This is an optimization exercise on Yosys and OpenROAD, whose aim is small area, a short achievable clock period and few clock cycles per item, not a production implementation. In this exercise RTL edits were held to simulation tests only and were not proved equivalent to the original. Power figures rest on the tool's default switching activity, not on a simulated workload.

Setup of before:
Design keyed_count_table, start of the top module:
module keyed_count_table #(
	parameter int unsigned TABLE_DEPTH = 64,
	parameter int unsigned TAG_BITS    = 16
) (
	input  wire         clk,
	input  wire         arst_n,
	input  wire         req_valid,
	output logic        req_ready,
	input  wire         req_cmd,
	input  wire  [15:0] req_tag,
	input  wire  [31:0] req_amount,
	output logic        rsp_valid,
	input  wire         rsp_ready,
	output logic [2:0]  rsp_status,
	output logic [30:0] rsp_count,
	output logic        rsp_saturated
);
	kct_pkg::req_t req;
	kct_pkg::rsp_t rsp;
	assign req.cmd        = req_cmd;
	assign req.tag_id     = req_tag;
	assign req.amount     = req_amount;
	assign rsp_status     = rsp.status;
	assign rsp_count      = rsp.count_after;
	assign rsp_saturated  = rsp.saturated;
	logic load_p;
	logic load_x;
	logic x_busy;
	logic exec;
	logic wr_ptr;
	logic rd_ptr;
	kct_ctrl u_ctrl (
		.clk       (clk),
		.arst_n    (arst_n),
		.req_valid (req_valid),
		.req_ready (req_ready),
		.rsp_ready (rsp_ready),
		.rsp_valid (rsp_valid),
		.load_p    (load_p),
		.load_x    (load_x),
		.x_busy    (x_busy),
		.exec      (exec),
		.wr_ptr    (wr_ptr),
		.rd_ptr    (rd_ptr)
	);
  ...
For scale: ~8200 cells after synthesis, roughly 3400 flip-flops, roughly 90 I/O pins.
clock: 7.0 ns
lec_check: 0
cap_margin: 20
core_margin: 2
core_utilization: 40
cts_buf_list: sky130_fd_sc_hd__clkbuf_4 sky130_fd_sc_hd__clkbuf_8
setup_slack_margin: 3.0
slew_margin: 20
run.sh (not shown) runs the stock make flow with config.mk's settings and CLKGATE_MAP_FILE= SYNTH_SCRIPT=/design/flow/synth_recipe.tcl, a recipe that flattens the netlist after the stock synthesis.
Testbench counts of before, summed over its fixed seeds: cycles 12,024, items 12,000.
What after does differently from before at the input level:
--- a/flow/config.mk
+++ b/flow/config.mk
@@ -11 +11,2 @@
-export CTS_BUF_LIST = sky130_fd_sc_hd__clkbuf_4 sky130_fd_sc_hd__clkbuf_8
+export CTS_CLUSTER_DIAMETER = 100
+export CTS_CLUSTER_SIZE = 30
[summary]
- Compared with before, in after met3 layer wire length in the routed design moved down; final worst setup slack saw a decrease.
- Insertion delay of the later-clocked pin in the worst-skew pair: after vs before down 0.14 ns
- Comparing after and before, multi-input gate share of total cell area is higher on after.

========
Another version of the RTL of keyed_count_table (not shown whole).
Size in the first run: about 8200 cells after synthesis, ~3400 flip-flops.
Design keyed_count_table, start of the top module:
module keyed_count_table #(
	parameter int unsigned TABLE_DEPTH = 64,
	parameter int unsigned TAG_BITS    = 16
) (
	input  wire         clk,
	input  wire         arst_n,
	input  wire         req_valid,
	output logic        req_ready,
	input  wire         req_cmd,
	input  wire  [15:0] req_tag,
	input  wire  [31:0] req_amount,
	output logic        rsp_valid,
	input  wire         rsp_ready,
	output logic [2:0]  rsp_status,
	output logic [30:0] rsp_count,
	output logic        rsp_saturated
);
	kct_pkg::req_t req;
	kct_pkg::rsp_t rsp;
	assign req.cmd        = req_cmd;
	assign req.tag_id     = req_tag;
	assign req.amount     = req_amount;
	assign rsp_status     = rsp.status;
	assign rsp_count      = rsp.count_after;
	assign rsp_saturated  = rsp.saturated;
	logic load_p;
	logic load_x;
	logic x_busy;
	logic exec;
	logic o_from_s;
	logic o_from_x;
	logic s_from_x;
	logic s_full;
	kct_ctrl u_ctrl (
		.clk       (clk),
		.arst_n    (arst_n),
		.req_valid (req_valid),
		.req_ready (req_ready),
		.rsp_ready (rsp_ready),
		.rsp_valid (rsp_valid),
		.load_p    (load_p),
		.load_x    (load_x),
		.x_busy    (x_busy),
		.exec      (exec),
		.o_from_s  (o_from_s),
		.o_from_x  (o_from_x),
		.s_from_x  (s_from_x),
		.s_full    (s_full)
	);
	kct_dpath #(
		.TABLE_DEPTH (TABLE_DEPTH),
		.TAG_BITS    (TAG_BITS)
	) u_dpath (
		.clk      (clk),
		.arst_n   (arst_n),
		.req      (req),
		.load_p   (load_p),
		.load_x   (load_x),
		.x_busy   (x_busy),
		.exec     (exec),
		.o_from_s (o_from_s),
		.o_from_x (o_from_x),
		.s_from_x (s_from_x),
		.s_full   (s_full),
		.rsp      (rsp)
	);
endmodule
==> flow/config.mk <==
export PLATFORM = sky130hd
export DESIGN_NAME = keyed_count_table
export DESIGN_NICKNAME = keyed_count_table
export VERILOG_FILES = /design/flow/design.v
export SDC_FILE = /design/flow/constraint.sdc
export NUM_CORES = 4
export LEC_CHECK = 0
export CAP_MARGIN = 20
export CORE_MARGIN = 2
export CORE_UTILIZATION = 40
export CTS_CLUSTER_DIAMETER = 60
export CTS_CLUSTER_SIZE = 30
export SETUP_SLACK_MARGIN = 3.0
export SLEW_MARGIN = 20
==> flow/constraint.sdc <==
create_clock -name core_clock -period 7.0 [get_ports {clk}]
set_input_delay 1.4000 -clock core_clock [delete_from_list [all_inputs] [get_ports {clk}]]
set_output_delay 1.4000 -clock core_clock [all_outputs]
set_load 0.01 [all_outputs]
The baseline completed with no timing, DRC or antenna violations.
Testbench counts at the start, summed over its fixed seeds: cycles 12,024, items 12,000.
Change:
Settings changed: CTS_CLUSTER_SIZE 30 to 20.
After rerunning: The changed run passed the timing, design-rule and antenna checks; routed wire length rose by 0.42%; maximum frequency grows by 0.41%; non-clock buffer count rises by 3; final area barely changes; total power fell by 0.77%; via count hardly moves; hold slack got worse by 70 ps; utilization shrinks by 0.14 points; sequential power stays flat; clock-buffer cell count is higher by 45; combinational power is about the same.
Change:
Settings changed: CTS_CLUSTER_DIAMETER 60 to 80, CTS_CLUSTER_SIZE 20 to 24.
Outcome: The changed run went through all stages and came out clean. Hold slack improved by 62 ps. Sequential cell count does not change. Sequential share of layout area came out higher by 0.60 points. Synthesized area is unchanged. Clock power came out lower by about 10%. Design area came out lower by 0.90%. Clock-buffer cell count came out lower by 34. Total power came out lower by 2.8%. Register-to-register slack got worse by 20 ps.
Change:
Settings changed: ABC_CLOCK_PERIOD_IN_PS from default to 4000, CTS_CLUSTER_DIAMETER 80 to 60, CTS_CLUSTER_SIZE 24 to 30.
Result: Setup slack degrades by 66 ps; register-to-register slack degrades by 20 ps; sequential power barely changes; critical path depth goes down by 4; via count goes up slightly; synthesized cell count does not change; count of clock-buffer cells in the layout goes down by 11; area after synthesis is unchanged.

==> static timing again, ports no longer ideal <==
The results above use ideal ports. As a check the final layouts listed here were re-extracted and re-timed, cells and wires unchanged.
Step 1: set_driving_cell puts a clkbuf_16 on clk and a buf_2 on each other input, an assumption about the parent block.
Step 2 adds t to the input delays and takes it off the output delays; t is the mean of the earliest and latest rising clock arrival at the registers after step 1. Input paths then give back, and output paths get back, about the clock's delay inside the block.
a / b / c = ideal ports / drivers / drivers and shift; a / b = the first two.
run	t, ns	setup slack, ns	worst slew at a driven data input, ns
before	1.136	2.907 / 2.907 / 2.648	0.05
after	0.985	2.842 / 2.842 / 2.652	0.06
the first run of note 2	1.010	2.862 / 2.763 / 2.357	0.06
the second run of note 2	1.012	2.879 / 2.780 / 2.309	0.06
the third run of note 2	1.014	2.928 / 2.928 / 2.311	0.06
the fourth run of note 2	1.010	2.862 / 2.763 / 2.357	0.06
After both steps setup and hold are still met in every run listed. The setup slack of the third run of note 2, which loses most, moves by 0.000 ns with the drivers and by -0.617 ns with both steps.
